This is an optimization exercise on Yosys and OpenROAD, whose aim is small area, not a production implementation. Only simulation tests tie the RTL to the original design; equivalence was not proved. No activity file was given, so power comes from the tool's default toggle rates.

--- design.v ---
module br_aoi222 (
   input  logic i_a, i_b, i_c,
   input  logic i_sa, i_sb, i_sc,
   output logic o_y
);
   assign o_y = ~((i_a & i_sa) | (i_b & i_sb) | (i_c & i_sc));
endmodule
module br_sel64 (
   input  logic [63:0] i_d,
   input  logic [63:0] i_sel,
   output logic        o_q
);
   logic [21:0] t;
   for (genvar k = 0; k < 21; k++) begin : g_aoi
      br_aoi222 u_aoi (
         .i_a(i_d[3*k]), .i_b(i_d[3*k+1]), .i_c(i_d[3*k+2]),
         .i_sa(i_sel[3*k]), .i_sb(i_sel[3*k+1]), .i_sc(i_sel[3*k+2]),
         .o_y(t[k])
      );
   end
   assign t[21] = ~(i_d[63] & i_sel[63]);
   assign o_q   = ~&t;
endmodule
module br_predictor #(
   parameter int IDX_W = 6,
   parameter int CNT_W = 16
) (
   input  logic             i_clk,
   input  logic             i_rst,
   input  logic [31:0]      i_if_pc,
   output logic             o_pred_taken,
   output logic [31:0]      o_pred_target,
   output logic [IDX_W-1:0] o_pred_ghr,
   input  logic             i_upd_vld,
   input  logic [31:0]      i_upd_pc,
   input  logic             i_upd_taken,
   input  logic [31:0]      i_upd_target,
   input  logic             i_upd_pred_taken,
   input  logic [31:0]      i_upd_pred_target,
   input  logic [IDX_W-1:0] i_upd_ghr,
   output logic             o_mispred,
   output logic [31:0]      o_redirect_pc,
   output logic [CNT_W-1:0] o_br_cnt,
   output logic [CNT_W-1:0] o_mispred_cnt
);
   localparam int unsigned ENTRIES = 1 << IDX_W;
   localparam int          TAG_W   = 30 - IDX_W;
   logic [ENTRIES-1:0] valid_q;    
   logic [ENTRIES-1:0] ctrh_q;     
   logic [ENTRIES-1:0] ctrl_q;     
   logic [TAG_W-1:0]   tag_q    [ENTRIES];
   logic [31:0]        target_q [ENTRIES];
   logic [IDX_W-1:0] ghr;
   logic [IDX_W-1:0] upd_hist;
   logic [IDX_W-1:0] lk_idx;
   logic [IDX_W-1:0] upd_idx;
   logic [ENTRIES-1:0] lk_sel, upd_sel;
   logic             unused_bits;
   assign unused_bits = ^{i_if_pc[1:0], i_upd_ghr};
   logic [IDX_W-1:0] ghr_q;
   assign ghr      = ghr_q;
   assign upd_hist = i_upd_ghr;
   always_ff @(posedge i_clk) begin
      if (i_rst)          ghr_q <= '0;
      else if (i_upd_vld) ghr_q <= {ghr_q[IDX_W-2:0], i_upd_taken};
   end
   assign lk_idx  = i_if_pc[IDX_W+1:2] ^ ghr;
   assign upd_idx = i_upd_pc[IDX_W+1:2] ^ upd_hist;
   always_comb begin
      for (int e = 0; e < ENTRIES; e++) begin
         lk_sel[e]  = (lk_idx == IDX_W'(e));
         upd_sel[e] = (upd_idx == IDX_W'(e));
      end
   end
   logic             lk_ctrh;
   logic [TAG_W-1:0] lk_tag;
   logic [31:0]      lk_target;
   br_sel64 u_lk_ctrh (.i_d(ctrh_q), .i_sel(lk_sel), .o_q(lk_ctrh));
   for (genvar b = 0; b < TAG_W; b++) begin : g_lk_tag
      logic [ENTRIES-1:0] col;
      for (genvar e = 0; e < ENTRIES; e++) begin : g_col
         assign col[e] = tag_q[e][b];
      end
      br_sel64 u_sel (.i_d(col), .i_sel(lk_sel), .o_q(lk_tag[b]));
   end
   for (genvar b = 0; b < 32; b++) begin : g_lk_target
      logic [ENTRIES-1:0] col;
      for (genvar e = 0; e < ENTRIES; e++) begin : g_col
         assign col[e] = target_q[e][b];
      end
      br_sel64 u_sel (.i_d(col), .i_sel(lk_sel), .o_q(lk_target[b]));
   end
   assign o_pred_taken  = lk_ctrh & (lk_tag == i_if_pc[31:IDX_W+2]);
   assign o_pred_target = lk_target;
   assign o_pred_ghr    = ghr;
   logic             upd_valid, upd_ctrh, upd_ctrl;
   logic [TAG_W-1:0] upd_tag;
   br_sel64 u_upd_valid (.i_d(valid_q), .i_sel(upd_sel), .o_q(upd_valid));
   br_sel64 u_upd_ctrh  (.i_d(ctrh_q),  .i_sel(upd_sel), .o_q(upd_ctrh));
   br_sel64 u_upd_ctrl  (.i_d(ctrl_q),  .i_sel(upd_sel), .o_q(upd_ctrl));
   for (genvar b = 0; b < TAG_W; b++) begin : g_upd_tag
      logic [ENTRIES-1:0] col;
      for (genvar e = 0; e < ENTRIES; e++) begin : g_col
         assign col[e] = tag_q[e][b];
      end
      br_sel64 u_sel (.i_d(col), .i_sel(upd_sel), .o_q(upd_tag[b]));
   end
   logic upd_hit;
   logic wr_data;    
   logic wr_ctr;     
   logic nx_ctrh, nx_ctrl;
   assign upd_hit = upd_valid & (upd_tag == i_upd_pc[31:IDX_W+2]);
   assign wr_data = i_upd_vld & i_upd_taken;
   assign wr_ctr  = i_upd_vld & (i_upd_taken | upd_hit);
   always_comb begin
      if (!upd_hit) begin
         nx_ctrh = 1'b1;
         nx_ctrl = 1'b0;
      end else if (i_upd_taken) begin
         nx_ctrh = upd_ctrh | upd_ctrl;
         nx_ctrl = upd_ctrh | ~upd_ctrl;
      end else begin
         nx_ctrh = upd_ctrh & upd_ctrl;
         nx_ctrl = upd_ctrh & ~upd_ctrl;
      end
   end
   always_ff @(posedge i_clk) begin
      for (int e = 0; e < ENTRIES; e++) begin
         if (i_rst) begin
            valid_q[e] <= 1'b0;
            ctrh_q[e]  <= 1'b0;
         end else begin
            if (wr_data && upd_sel[e]) valid_q[e] <= 1'b1;
            if (wr_ctr && upd_sel[e])  ctrh_q[e]  <= nx_ctrh;
         end
      end
   end
   always_ff @(posedge i_clk) begin
      for (int e = 0; e < ENTRIES; e++) begin
         if (!i_rst && wr_ctr && upd_sel[e]) ctrl_q[e] <= nx_ctrl;
         if (!i_rst && wr_data && upd_sel[e]) begin
            tag_q[e]    <= i_upd_pc[31:IDX_W+2];
            target_q[e] <= i_upd_target;
         end
      end
   end
   assign o_mispred = i_upd_vld & ((i_upd_taken ^ i_upd_pred_taken) |
                                   (i_upd_taken & (i_upd_target != i_upd_pred_target)));
   assign o_redirect_pc = i_upd_taken ? i_upd_target : i_upd_pc + 32'd4;
   logic [CNT_W-1:0] br_cnt_q, mis_cnt_q;
   always_ff @(posedge i_clk) begin
      if (i_rst) begin
         br_cnt_q  <= '0;
         mis_cnt_q <= '0;
      end else begin
         if (i_upd_vld && (br_cnt_q != '1)) br_cnt_q  <= br_cnt_q + CNT_W'(1);
         if (o_mispred && (mis_cnt_q != '1)) mis_cnt_q <= mis_cnt_q + CNT_W'(1);
      end
   end
   assign o_br_cnt      = br_cnt_q;
   assign o_mispred_cnt = mis_cnt_q;
endmodule
--- run.sh ---
#!/bin/bash
# synth_recipe.tcl (not shown) runs the flow's synth.tcl, then flattens the netlist and writes it again
# the make line also repeats each setting of config.mk as NAME=value (left out here)
make -C /OpenROAD-flow-scripts/flow DESIGN_CONFIG=/design/flow/config.mk WORK_HOME=/design/flow/orfs CLKGATE_MAP_FILE= SYNTH_SCRIPT=/design/flow/synth_recipe.tcl finish
--- config.mk ---
export PLATFORM = sky130hd
export DESIGN_NAME = br_predictor
export DESIGN_NICKNAME = br_predictor
export VERILOG_FILES = /design/flow/design.v
export SDC_FILE = /design/flow/constraint.sdc
export NUM_CORES = 4
export LEC_CHECK = 0
export CAP_MARGIN = 20
export CORE_MARGIN = 2
export CORE_UTILIZATION = 50
export CTS_BUF_LIST = sky130_fd_sc_hd__clkbuf_4 sky130_fd_sc_hd__clkbuf_8
export SLEW_MARGIN = 20
export SYNTH_HIERARCHICAL = 1
--- constraint.sdc ---
create_clock -name core_clock -period 12.0 [get_ports {i_clk}]
set_input_delay 2.4000 -clock core_clock [delete_from_list [all_inputs] [get_ports {i_clk}]]
set_output_delay 2.4000 -clock core_clock [all_outputs]
set_load 0.01 [all_outputs]
==> results_dict.tcl, run 1 <==
set metrics [dict create \
    grt_overflow 0 \
    max_slew_margin 0.0728 \
    synth_common_cells "edfxtp_1, a222oi_1, nand4_1" \
    syn_area_per_cell_um2 18.7 \
    post_cts_buffers 0 \
    arrival_ps 8460 \
    yosys_register_bits 3814 \
    finalSetupTns_ps 0 \
    use_met3 0.0702 \
    top_usage_layer "met2" \
    setup_viol 0 \
    io_pins 243 \
    skew_ps 67.5 \
    post_cts_resized 0 \
    dp_hpwl_um 300000 \
    grt_pass1_vias 91297 \
    htree_levels 6 \
    clock_path_buffers 4 \
    outcome "no timing/DRC/antenna violations" \
    synth_area_leader_cell "edfxtp_1" \
    yosysSeqAreaShare 0.795 \
    drcViolationCount 0 \
    cp-end-kind "primary output" \
    cap_violations 0 \
    drive_gt1_frac 0.177 \
    rsz0062_at_grt "false" \
    grt_pass1_wl_um 691000 \
    clkTransAtPathRegs_ps 60 \
    cpPeakStageDelay_ps 1010 \
    cts_tree "yes" \
    yosys-top-cells-area "edfxtp_1, a222oi_1, dfxtp_1, nand4_1, nand2_1" \
    viasPerCell 7.33 \
    cts-root-buf "clkbuf_8" \
    syn_area_um2 142000 \
    vdd_ir_drop_max_uv 125 \
    place.gp.congestion 1.01 \
    grt_use_total 0.339 \
    crit_buf_inv 4 \
    clk_latency_ps 1070 \
    dp_cells 11863 \
    core_um2 282000 \
    critPathTopFamily "simple AND/OR/NAND/NOR gates" \
    worstPathRequired_ps 9600 \
    final_hold_viol_count 0 \
    drv_slew 0 \
    worst_r2r_path_depth 11 \
    critPathCapture "o_pred_taken" \
    hold_class "reg -> reg" \
    io_buffers 240 \
    power_density_nw_per_um2 164 \
    start_util 0.503 \
    routed_wl_um 501000 \
    p_total_mw 26.9 \
    grt_max_degree 129 \
    drtIter0Drc 22567 \
    netlist_instances 7576 \
    postSynthNetCount 7718 \
    crit_path_max_fanout 16 \
    instances_no_fill 12943 \
    synth.most_common_cell "edfxtp_1" \
    antenna_found_initial 11 \
    post-route-util 0.581 \
    synth_warnings 9 \
    routed-via-count 94810 \
    row_count 195 \
    ys.flop_type "edfxtp_1" \
    ys_async_sr_fraction 0 \
    p_leak_nw 51.9 \
    clock_sinks 3814 \
    grt_use_met1 0.461 \
    cts_hold_buf 0 \
    fin_nets 8871 \
    wl_per_cell_um 38.7 \
    synthToLayoutAreaGrowth_pct 15.6 \
    worstSetupStartpoint "i_if_pc[6]" \
    path_class "in -> out" \
    numCtsBuffers 604 \
    ys_types 49 \
    clock.fmax_ghz 0.0921 \
    finalCritPeriodShare 0.905 \
    tightestPinTransition_ps 1380 \
    worstSetupPathDepth 14 \
    cp-start-kind "primary input" \
    ant_nets 0 \
    die_h_um 537 \
    crit_chain "clkdlybuf4s50_1 > xnor2_1 > nand2_2 > nor2_4 > buf_4 > a222oi_1 > nand4_1 > nor4_1 > nand2_1 > xnor2_1 > nand4_1 > nor4_1 > buf_4 > clkdlybuf4s50_1" \
    post-route-min-period_ps 10860 \
    synth_top_area_frac 0.771 \
    die_w_um 537 \
    r2r_start "tag_q[45][21]$_DFFE_PP_" \
    r2r_slack_ps 6330 \
    detail_route.first_pass.iterations 15 \
    die_area_um2 288000 \
    grt_use_met2 0.498 \
    slowest_stage "nor4_1" \
    synth_edf_count 3648 \
    timing.rr.end "ctrl_q[46]$_DFFE_PP_" \
]
==> how the worst min path moves through the flow <==
stage,from,cells past startpoint,endpoint
floorplan,valid_q[10]$_SDFFE_PP0P_,2,valid_q[10]$_SDFFE_PP0P_
global placement,valid_q[1]$_SDFFE_PP0P_,2,valid_q[1]$_SDFFE_PP0P_
detailed placement,valid_q[53]$_SDFFE_PP0P_,2,valid_q[53]$_SDFFE_PP0P_
CTS,valid_q[53]$_SDFFE_PP0P_,2,valid_q[53]$_SDFFE_PP0P_
global route,valid_q[2]$_SDFFE_PP0P_,2,valid_q[2]$_SDFFE_PP0P_
finish,valid_q[31]$_SDFFE_PP0P_,2,valid_q[31]$_SDFFE_PP0P_
==> per-module statistics from Yosys (local to each module, per instance) <==
module / cell area, um^2 / cells inside / copies in the design / flops+latches
br_predictor: 120000 / 5056 / 1 / 3814
br_sel64: 51.3 / 9 / 84 / 0
br_aoi222: 10.0 / 1 / 1764 / 0
==> cells by family after synthesis <==
logic type,after synthesis,synth area share
compound gates,2105,0.140
xor+xnor,143,0.00887
fa+ha+maj,4,0.000335
buf+inv,225,0.00683
flops,3814,0.795
mux,16,0.00121
simple gates,1269,0.0483
==> flip-flops by register name (all words and copies together), names as in the netlist <==
register,count
ctrh_q,64
valid_q,64
ctrl_q,64
mis_cnt_q,16
target_q,2048
ghr_q,6
br_cnt_q,16
tag_q,1536
==> worst reg2reg max path, stage by stage, from the launching register on <==
cell	delay [ps]
edfxtp_1	390
a222oi_1	630
nand4_1	510
nor4_1	1040
nand2_1	170
xnor2_1	350
nand4_1	460
nor3_1	460
a21oi_1	110
or3_4	610
buf_12	310
nor2_4	320
==> routing by layer <==
layer  routed length (um)  vias up
li1                     -    37840
met1               175000    47656
met2               220000     8130
met3                68300     1182
met4                37100        2
met5                  149        -
==> cells in the final DEF, fill, tap and decap left out, types with 6 or more instances in the layout <==
cell type,netlist,routed
edfxtp_1,3648,3648
a222oi_1,1764,1764
clkbuf_8,0,629
buf_4,2,391
nand4_1,370,370
nand2_1,315,312
clkbuf_4,0,240
nor2_4,60,188
clkdlybuf4s50_1,0,182
dfxtp_1,166,166
inv_1,135,132
clkinv_1,0,120
nand3_1,110,110
o21ai_0,99,98
xnor2_1,89,89
nor4_1,97,87
a211oi_1,84,84
nor2_1,198,70
o31ai_1,70,70
nor2b_1,69,69
o22ai_1,64,64
buf_2,9,59
xor2_1,53,53
clkinv_2,0,40
a21oi_1,16,16
inv_6,0,15
and3_1,15,14
clkinvlp_4,0,13
nor4_2,2,12
mux2_2,9,9
diode_2,0,7
mux2i_1,7,7
bufinv_16,0,7
inv_8,0,7
nor3_1,6,6
and4_1,6,6
or3_1,7,6
or4_1,6,6
==> report_power, final <==
part / leakage (nW) / switching (mW) / internal, mW
Combinational: 11.5 / 1.08 / 0.384
Sequential: 34.3 / 0.0193 / 14.6
Clock: 6.19 / 5.06 / 5.76
==> final cells by class <==
cell class,count,area (um^2)
repair buffers,637,5170
flip-flops and latches,3814,113000
inverters,135,507
fillers,21191,118000
diodes,7,17.5
clock inverters,201,1190
clock buffers,869,10500
multi-input cells,3537,29200
well taps,3743,4680
==> metrics by stage <==
stage          cell area, um^2  hold WS [ps]  worst slack [ps]
6_report                164000           475              1140
5_1_grt                 164000           486              1190
2_1_floorplan           142000           452              3430
3_5_place_dp            152000           464              1390
3_3_place_gp            152000           458              1370
4_1_cts                 164000           473              1340
==> run 2, diff against run 1 <==
==> flow/run.sh (new file) <==
#!/bin/bash
set -euo pipefail
export CTS_ARGS="-sink_clustering_enable -repair_clock_nets -dont_use_dummy_load -buf_list sky130_fd_sc_hd__clkbuf_4 -sink_clustering_size 10 -sink_clustering_max_diameter 40"
export BUFFER_PORTS_ARGS="-buffer_cell sky130_fd_sc_hd__buf_1"
bash standard.sh > standard.log 2>&1
==> standard.sh (new file) <==
#!/bin/bash
# synth_recipe.tcl (not shown) runs the flow's synth.tcl, then flattens the netlist and writes it again
# the make line also repeats each setting of config.mk as NAME=value (left out here)
make -C /OpenROAD-flow-scripts/flow DESIGN_CONFIG=/design/flow/config.mk WORK_HOME=/design/flow/orfs CLKGATE_MAP_FILE= SYNTH_SCRIPT=/design/flow/synth_recipe.tcl "${@:-finish}"
--- a/config.mk
+++ b/config.mk
@@ -7,7 +7,6 @@
 export LEC_CHECK = 0
-export CAP_MARGIN = 20
+export CAP_MARGIN = 10
 export CORE_MARGIN = 2
-export CORE_UTILIZATION = 50
-export CTS_BUF_LIST = sky130_fd_sc_hd__clkbuf_4 sky130_fd_sc_hd__clkbuf_8
-export SLEW_MARGIN = 20
+export CORE_UTILIZATION = 55
+export SLEW_MARGIN = 10
 export SYNTH_HIERARCHICAL = 1
removed: run.sh
==> run 2 against run 1 <==
Still clean. Fmax rose by 5.4%. Sequential power about the same. Routed wire length is 0.63% higher. Clock power down 43%. Synthesized area stayed put. Global-route usage increased by 3.5 points. Clock-buffer cell count down 331. Sequential share of layout area is 4.0 points higher. Combinational power is 3% lower. Design area down 5.6%. Critical endpoint unchanged. Largest cell class unchanged. Highest routed layer unchanged.
==> results_dict.tcl, run 2 <==
set metrics [dict create \
    ys_async_sr_fraction 0 \
    drtIter0Drc 22510 \
    cap_violations 0 \
    place.gp.congestion 1.01 \
    synth-xor-area-share 0.00887 \
    crit_path_max_fanout 19 \
    viasPerCell 7.84 \
    yosys-top-cells-area "edfxtp_1, a222oi_1, dfxtp_1, nand4_1, nand2_1" \
    synth_top_family_by_area "compound AO/OA/AOI/OAI gates" \
    htree_levels 6 \
    use_met3 0.0875 \
    setup_viol 0 \
    detail_route.first_pass.iterations 13 \
    cts_hold_buf 0 \
    postSynthNetCount 7718 \
    grt_pass1_wl_um 689000 \
    die_w_um 512 \
    ys.flop_type "edfxtp_1" \
    cpPeakStageDelay_ps 1130 \
    post-route-util 0.603 \
    final_hold_viol_count 0 \
    grt_use_met1 0.510 \
    path_class "in -> out" \
    routed-via-count 94666 \
    synth_area_leader_cell "edfxtp_1" \
    synth.most_common_cell "edfxtp_1" \
    synth-compound-area-share 0.140 \
    worstPathRequired_ps 9600 \
    post_cts_buffers 0 \
    io_pins 243 \
    dp_hpwl_um 307000 \
    synth_edf_count 3648 \
    clock.fmax_ghz 0.0970 \
    top_register "target_q" \
    grt_max_degree 129 \
    syn_area_um2 142000 \
    p_leak_nw 47.8 \
    yosysSeqAreaShare 0.795 \
    core_um2 257000 \
    tightestPinTransition_ps 1340 \
    cp-end-kind "primary output" \
    fin_nets 8816 \
    finalCritPeriodShare 0.859 \
    muxShareOfSynthArea 0.00121 \
    skew_ps 164 \
    clk_latency_ps 1450 \
    synth_warnings 9 \
    drv_slew 0 \
    cts-root-buf "clkbuf_4" \
    die_area_um2 262000 \
    max_slew_margin 0.0963 \
    io_buffers 240 \
    numCtsBuffers 538 \
    synth_adder_area_share 0.000335 \
    synth_common_cells "edfxtp_1, a222oi_1, nand4_1" \
    top_usage_layer "met2" \
    top_regs "target_q (2048), tag_q (1536)" \
    slowest_stage "nor4_2" \
    final_cell_mix "edfxtp_1, a222oi_1, clkbuf_4, buf_4, nand4_1" \
    yosys_register_bits 3814 \
    synthToLayoutAreaGrowth_pct 9.14 \
    cp-start-kind "primary input" \
    grt_overflow 0 \
    arrival_ps 7910 \
    post_cts_resized 0 \
    netlist_instances 7576 \
    clock_path_buffers 4 \
    hold_class "reg -> reg" \
    drive_gt1_frac 0.142 \
    outcome "no timing/DRC/antenna violations" \
    ys_types 49 \
    mostFrequentLayoutCell "edfxtp_1" \
    grt_use_met2 0.543 \
    drcViolationCount 0 \
    finalSetupTns_ps 0 \
    synth_top_area_frac 0.771 \
    wl_per_cell_um 41.8 \
    ant_nets 0 \
    vdd_ir_drop_max_uv 101 \
    largest_reg_flops 2048 \
    grt_pass1_vias 89775 \
    routed_wl_um 504000 \
    post-route-min-period_ps 10310 \
    grt_use_total 0.374 \
    die_h_um 512 \
    clock_sinks 3814 \
    power_density_nw_per_um2 143 \
    crit_chain "buf_1 > xor2_1 > nor2_1 > nand2_1 > nor2_4 > buf_4 > a222oi_1 > nand4_1 > nor4_2 > nand2_1 > xor2_1 > nor4_1 > nand3_1 > nor4_1 > buf_1" \
    row_count 186 \
    cts_tree "yes" \
    rsz0062_at_grt "false" \
    syn_area_per_cell_um2 18.7 \
    antenna_found_initial 16 \
    clkTransAtPathRegs_ps 70 \
    start_util 0.553 \
    yosys.area_share.simple 0.0483 \
]
## run 2: cell counts after synthesis
No cell type changed its count.
## run 2: worst paths after layout
check,start,endpoint,slack (ps),depth (start not counted)
hold reg to reg,valid_q[13]$_SDFFE_PP0P_,valid_q[13]$_SDFFE_PP0P_,480,2
hold / removal,valid_q[13]$_SDFFE_PP0P_,valid_q[13]$_SDFFE_PP0P_,480,2
setup / recovery,i_if_pc[4],o_pred_taken,1690,15
setup reg to reg,tag_q[3][10]$_DFFE_PP_,ctrh_q[46]$_SDFFE_PP0P_,6450,10
## run 2: logic make-up (layout without fill, tap and decap cells)
group,Yosys count,in the layout
other,0,13
adder cells (fa/ha/maj),4,4
buffers and inverters,225,1321
AND/OR/NAND/NOR,1269,1269
XOR/XNOR,143,143
multiplexers,16,16
AO/OA/AOI/OAI,2105,2105
flip-flops,3814,3814
## run 2: cell type report
cell class	count	area (um^2)
antenna	13	32.5
inverter	135	507
fill	19167	102000
timing repair buffer	648	4060
tap	3384	4230
sequential	3814	113000
clock buffer	538	4040
multi-input combinational	3537	29300
## run 2: metrics by stage
step	hold slack, ps	power [mW]	cells	cell area (um^2)	setup slack (ps)
after global placement	459	16.3	11518	151000	1950
after global routing	490	22.8	12062	155000	1640
after detailed placement	465	16.3	11518	151000	1940
after CTS	475	22.3	12056	155000	1920
after floorplan	452	15.4	7576	142000	3430
final	477	22.2	12069	155000	1690
## run 2: layer usage
layer | vias up | part of all wire
li1 | 37467 | -
met1 | 47255 | 0.34
met2 | 8614 | 0.43
met3 | 1318 | 0.15
met4 | 12 | 0.077
met5 | - | 0.00023
## run 2: power breakdown
part,leakage (nW),internal (mW),switching [mW]
registers,34.3,14.6,0.0191
logic,11.0,0.325,1.09
clock network,2.48,2.07,4.13
## run 2: Yosys stat by module (local to each module, per instance)
module,copies in the design,cells inside,flip-flops and latches,cell area [um^2]
br_sel64,84,9,0,51.3
br_predictor,1,5056,3814,120000
br_aoi222,1764,1,0,10.0
## run 2: worst max-delay path, delay by kind of cell
family	cells	cell delay, ps
compound gates	1	410
xor+xnor	2	440
buf+inv	3	710
simple gates	9	3910
==> run 3, diff against run 2 <==
--- a/design.v
+++ b/design.v
@@ -71,3 +71,3 @@
          lk_sel[e]  = (lk_idx == IDX_W'(e));
-         upd_sel[e] = (upd_idx == IDX_W'(e));
+         upd_sel[e] = i_upd_vld & (upd_idx == IDX_W'(e));
       end
@@ -77,3 +77,5 @@
    logic [31:0]      lk_target;
+   logic lk_valid;
    br_sel64 u_lk_ctrh (.i_d(ctrh_q), .i_sel(lk_sel), .o_q(lk_ctrh));
+   br_sel64 u_lk_valid (.i_d(valid_q), .i_sel(lk_sel), .o_q(lk_valid));
    for (genvar b = 0; b < TAG_W; b++) begin : g_lk_tag
@@ -92,3 +94,3 @@
    end
-   assign o_pred_taken  = lk_ctrh & (lk_tag == i_if_pc[31:IDX_W+2]);
+   assign o_pred_taken  = lk_valid & lk_ctrh & (lk_tag == i_if_pc[31:IDX_W+2]);
    assign o_pred_target = lk_target;
@@ -108,18 +110,19 @@
    logic upd_hit;
-   logic wr_data;    
-   logic wr_ctr;     
    logic nx_ctrh, nx_ctrl;
    assign upd_hit = upd_valid & (upd_tag == i_upd_pc[31:IDX_W+2]);
-   assign wr_data = i_upd_vld & i_upd_taken;
-   assign wr_ctr  = i_upd_vld & (i_upd_taken | upd_hit);
    always_comb begin
-      if (!upd_hit) begin
+      if (upd_hit) begin
+         if (i_upd_taken) begin
+            nx_ctrh = upd_ctrh | upd_ctrl;
+            nx_ctrl = upd_ctrh | ~upd_ctrl;
+         end else begin
+            nx_ctrh = upd_ctrh & upd_ctrl;
+            nx_ctrl = upd_ctrh & ~upd_ctrl;
+         end
+      end else if (i_upd_taken) begin
          nx_ctrh = 1'b1;
          nx_ctrl = 1'b0;
-      end else if (i_upd_taken) begin
-         nx_ctrh = upd_ctrh | upd_ctrl;
-         nx_ctrl = upd_ctrh | ~upd_ctrl;
       end else begin
-         nx_ctrh = upd_ctrh & upd_ctrl;
-         nx_ctrl = upd_ctrh & ~upd_ctrl;
+         nx_ctrh = upd_ctrh;
+         nx_ctrl = upd_ctrl;
       end
@@ -130,7 +133,6 @@
             valid_q[e] <= 1'b0;
-            ctrh_q[e]  <= 1'b0;
          end else begin
-            if (wr_data && upd_sel[e]) valid_q[e] <= 1'b1;
-            if (wr_ctr && upd_sel[e])  ctrh_q[e]  <= nx_ctrh;
+            if (upd_sel[e] && i_upd_taken) valid_q[e] <= 1'b1;
          end
+         if (upd_sel[e])                ctrh_q[e]  <= nx_ctrh;
       end
@@ -139,4 +141,4 @@
       for (int e = 0; e < ENTRIES; e++) begin
-         if (!i_rst && wr_ctr && upd_sel[e]) ctrl_q[e] <= nx_ctrl;
-         if (!i_rst && wr_data && upd_sel[e]) begin
+         if (upd_sel[e]) ctrl_q[e] <= nx_ctrl;
+         if (upd_sel[e] && i_upd_taken) begin
             tag_q[e]    <= i_upd_pc[31:IDX_W+2];
@@ -148,4 +150,19 @@
                                    (i_upd_taken & (i_upd_target != i_upd_pred_target)));
-   assign o_redirect_pc = i_upd_taken ? i_upd_target : i_upd_pc + 32'd4;
+   logic [31:2] pc4_c;
+   always_comb begin
+      pc4_c[2] = 1'b1;
+      for (int i = 3; i < 32; i++) pc4_c[i] = pc4_c[i-1] & i_upd_pc[i-1];
+   end
+   assign o_redirect_pc = i_upd_taken ? i_upd_target
+                                      : {i_upd_pc[31:2] ^ pc4_c, i_upd_pc[1:0]};
    logic [CNT_W-1:0] br_cnt_q, mis_cnt_q;
+   logic [CNT_W-1:0] br_tgl, mis_tgl;
+   always_comb begin
+      br_tgl[0]  = i_upd_vld & ~&br_cnt_q;
+      mis_tgl[0] = o_mispred & ~&mis_cnt_q;
+      for (int i = 1; i < CNT_W; i++) begin
+         br_tgl[i]  = br_tgl[i-1]  & br_cnt_q[i-1];
+         mis_tgl[i] = mis_tgl[i-1] & mis_cnt_q[i-1];
+      end
+   end
    always_ff @(posedge i_clk) begin
@@ -155,4 +172,4 @@
       end else begin
-         if (i_upd_vld && (br_cnt_q != '1)) br_cnt_q  <= br_cnt_q + CNT_W'(1);
-         if (o_mispred && (mis_cnt_q != '1)) mis_cnt_q <= mis_cnt_q + CNT_W'(1);
+         br_cnt_q  <= br_cnt_q ^ br_tgl;
+         mis_cnt_q <= mis_cnt_q ^ mis_tgl;
       end
==> flow/run.sh (replaced) <==
#!/bin/bash
set -euo pipefail
export CTS_ARGS="-sink_clustering_enable -repair_clock_nets -dont_use_dummy_load -buf_list sky130_fd_sc_hd__clkbuf_4 -sink_clustering_size 8 -sink_clustering_max_diameter 35"
export BUFFER_PORTS_ARGS="-buffer_cell sky130_fd_sc_hd__buf_1"
bash standard.sh > standard.log 2>&1
--- a/config.mk
+++ b/config.mk
@@ -9,3 +9,3 @@
 export CORE_MARGIN = 2
-export CORE_UTILIZATION = 55
+export CORE_UTILIZATION = 60
 export SLEW_MARGIN = 10
==> run 3 against run 2 <==
Die area is 9.6% lower. Combinational power fell by 6%. Sequential power is essentially flat. Synthesized area shrank 1.5%. First-iteration DRC count up 4.0%. Critical endpoint is now o_redirect_pc[30].
==> results_dict.tcl, run 3 <==
set metrics [dict create \
    synth_area_leader_cell "edfxtp_1" \
    yosys-top-cells-area "edfxtp_1, a222oi_1, nand4_1, dfxtp_1, nor2_1" \
    p_total_mw 22.6 \
    row_count 177 \
    viasPerCell 8.08 \
    mostFrequentLayoutCell "edfxtp_1" \
    drive_gt1_frac 0.158 \
    die_h_um 487 \
    cap_violations 0 \
    instances_no_fill 11346 \
    grt_use_met2 0.591 \
    synth_adder_area_share 0.00533 \
    synthToLayoutAreaGrowth_pct 9.79 \
    finalCritPeriodShare 0.924 \
    grt_pass1_wl_um 662000 \
    syn_area_per_cell_um2 19.8 \
    fillers 15910 \
    finalSetupTns_ps 0 \
    tightestPinTransition_ps 1320 \
    max_slew_margin 0.111 \
    synth.most_common_cell "edfxtp_1" \
    hold_class "reg -> reg" \
    skew_ps 146 \
    crit_path_max_fanout 4 \
    wl_per_cell_um 42.8 \
    synth_warnings 9 \
    cts-root-buf "clkbuf_4" \
    yosys_register_bits 3814 \
    clock.fmax_ghz 0.0902 \
    place.gp.congestion 0.996 \
    cts_tree "yes" \
    r2r_start "tag_q[33][13]$_DFFE_PP_" \
    power.internal_mw 17.4 \
    htree_levels 6 \
    cts_hold_buf 0 \
    syn_area_um2 140000 \
    io_pins 243 \
    drv_slew 0 \
    worst_r2r_path_depth 10 \
    slowest_stage "ha_1" \
    yosysSeqAreaShare 0.811 \
    cp-start-kind "primary input" \
    swShare 0.232 \
    synth_common_cells "edfxtp_1, a222oi_1, nand4_1" \
    min_path_cells 2 \
    r2r_slack_ps 6690 \
    start_util 0.602 \
    p_leak_nw 47.6 \
    top_regs "target_q (2048), tag_q (1536)" \
    numCtsBuffers 623 \
    clkTransAtPathRegs_ps 90 \
    combPwrFrac 0.059 \
    arrival_ps 8690 \
    dp_hpwl_um 290000 \
    detail_route.first_pass.iterations 15 \
    ys_async_sr_fraction 0 \
    netlist_instances 7059 \
    fin_nets 8478 \
    die_w_um 487 \
    post_cts_resized 0 \
    post_cts_buffers 0 \
    io_buffers 240 \
    final_cell_mix "edfxtp_1, a222oi_1, clkbuf_4, buf_4, nand4_1" \
    crit_path_frequent_cell "ha_1" \
    use_met3 0.149 \
    path_class "in -> out" \
    grt_pass1_vias 87055 \
    cp-end-kind "primary output" \
    clock_sinks 3814 \
    p_switching_mw 5.24 \
    die_area_um2 237000 \
    timing.rr.end "ctrl_q[45]$_DFFE_PP_" \
    ys.flop_type "edfxtp_1" \
    muxShareOfSynthArea 0.00292 \
    power_density_nw_per_um2 147 \
    worstPathRequired_ps 9600 \
    power_frac_seq 0.652 \
    yosys.area_share.simple 0.0404 \
    drcViolationCount 0 \
    synth-compound-area-share 0.132 \
    outcome "no timing/DRC/antenna violations" \
    top_usage_layer "met2" \
    grt_overflow 0 \
    postSynthNetCount 7256 \
    synth_top_family_by_area "compound AO/OA/AOI/OAI gates" \
    core_um2 232000 \
    clock_path_buffers 4 \
    hold_end "valid_q[33]$_SDFFE_PP0P_" \
    routed_wl_um 485000 \
    post-route-min-period_ps 11090 \
    clk_latency_ps 1460 \
    synth-xor-area-share 0.00670 \
    top_register "target_q" \
    routed-via-count 91628 \
    grt_max_degree 67 \
    grt_use_met1 0.550 \
    ant_nets 0 \
    cpPeakStageDelay_ps 390 \
    drtIter0Drc 23400 \
    synth_top_area_frac 0.797 \
    min_from "valid_q[33]$_SDFFE_PP0P_" \
    rsz0062_at_grt "false" \
    largest_reg_flops 2048 \
    synth_edf_count 3712 \
    grt_use_total 0.402 \
    ys_types 25 \
    dp_cells 10698 \
    p_clk_frac 0.289 \
    final_hold_viol_count 0 \
    antenna_found_initial 37 \
    vdd_ir_drop_max_uv 106 \
    setup_viol 0 \
]
run 3: changes by cell type after synthesis, moves of 43 or more:
cell      previous run  this run
o22ai_1             64         0
inv_1              135         2
nand2_1            315       193
dfxtp_1            166       102
o21ai_0             99         2
ha_1                 3        58
edfxtp_1          3648      3712
nor2_1             198       338
clkbuf_1            67        24
nor2_4              60         0
o31ai_1             70         1
run 3: per-module statistics from Yosys, one instance, submodules excluded:
module	flip-flops and latches	area (um^2)
br_aoi222	0	10.0
br_predictor	3814	118000
br_sel64	0	51.3
run 3: worst max-delay path: cells and delay by family:
| family | cells | cell delay, ps |
|---|---|---|
| fa+ha+maj | 28 | 5740 |
| mux | 1 | 250 |
| buf+inv | 2 | 270 |
run 3: power groups by stage:
stage | Clock (mW) | Sequential [mW] | Combinational [mW]
3_3_place_gp | 0 | 15.0 | 1.24
3_5_place_dp | 0 | 15.0 | 1.25
4_1_cts | 6.59 | 14.7 | 1.26
6_report | 6.54 | 14.7 | 1.33
5_1_grt | 7.14 | 14.7 | 1.35
2_1_floorplan | 0 | 15.0 | 0.415
run 3: layer usage:
layer	part of all wire	vias to the layer above	wire (um)
met1	0.35	46070	169000
li1	-	36165	-
met3	0.17	1195	81300
met2	0.44	8174	214000
met5	0.00026	-	126
met4	0.044	24	21300
run 3: how the worst max path moves through the flow:
stage,slack (ps),end,start
4_1_cts,970,o_redirect_pc[31],i_upd_pc[2]
2_1_floorplan,2000,o_redirect_pc[31],i_upd_pc[2]
3_3_place_gp,950,o_redirect_pc[31],i_upd_pc[2]
6_report,910,o_redirect_pc[30],i_upd_pc[2]
3_5_place_dp,950,o_redirect_pc[31],i_upd_pc[2]
5_1_grt,680,o_redirect_pc[31],i_upd_pc[2]
run 3: cells by family after synthesis:
kind of cell,after synthesis
AOI/OAI and AO/OA,1874
xor gates and xnor gates,107
DFF,3814
muxes,37
buffers and inverters,32
and+or+nand+nor,1135
adders and majority gates,60
run 3: area by class of cell:
| class | count | area [um^2] | share of cell area |
|---|---|---|---|
| flip-flops and latches | 3814 | 114000 | 0.739 |
| well taps | 3043 | 3810 | 0.0248 |
| multi-input cells | 3213 | 27700 | 0.180 |
| repair buffers | 627 | 3880 | 0.0252 |
| clock buffers | 623 | 4680 | 0.0304 |
| inverters | 2 | 7.51 | 0.0000489 |
| diodes | 24 | 60.1 | 0.000391 |
run 3: per-stage QoR:
step           setup WS, ps   util  hold WS (ps)  cell area (um^2)
5_1_grt                 677  0.661           527            154000
6_report                912  0.661           503            154000
3_3_place_gp            947  0.641           472            149000
4_1_cts                 967  0.661           501            153000
3_5_place_dp            954  0.641           486            149000
2_1_floorplan          2000      -           462            140000

[re-timing with driven ports]
The results above use ideal ports. As a check the final layouts listed here were re-extracted and re-timed, cells and wires unchanged. Step 1: set_driving_cell puts a clkbuf_16 on i_clk and a buf_2 on each other input, an assumption about the parent block. Step 2 also shifts input and output timing later by t, the mid clock arrival at the registers, as if the neighbouring blocks saw the same clock. Three values: ideal, step 1, step 2; two values: the first two.
| run | t, ns | setup slack, ns | worst setup path after step 2 | cell pins on the clock port's net |
|---|---|---|---|---|
| run 1 | 1.142 | 1.136 / 1.107 / 1.107 | input to output | 1 |
| run 2 | 1.466 | 1.692 / 1.669 / 1.658 | input to register | 1 |
| run 3 | 1.482 | 0.912 / 0.892 / 0.892 | input to output | 1 |
After both steps setup and hold are still met in every run listed. For run 2, which loses most, drivers alone change the setup slack by -0.023 ns; drivers and shift together by -0.034 ns.
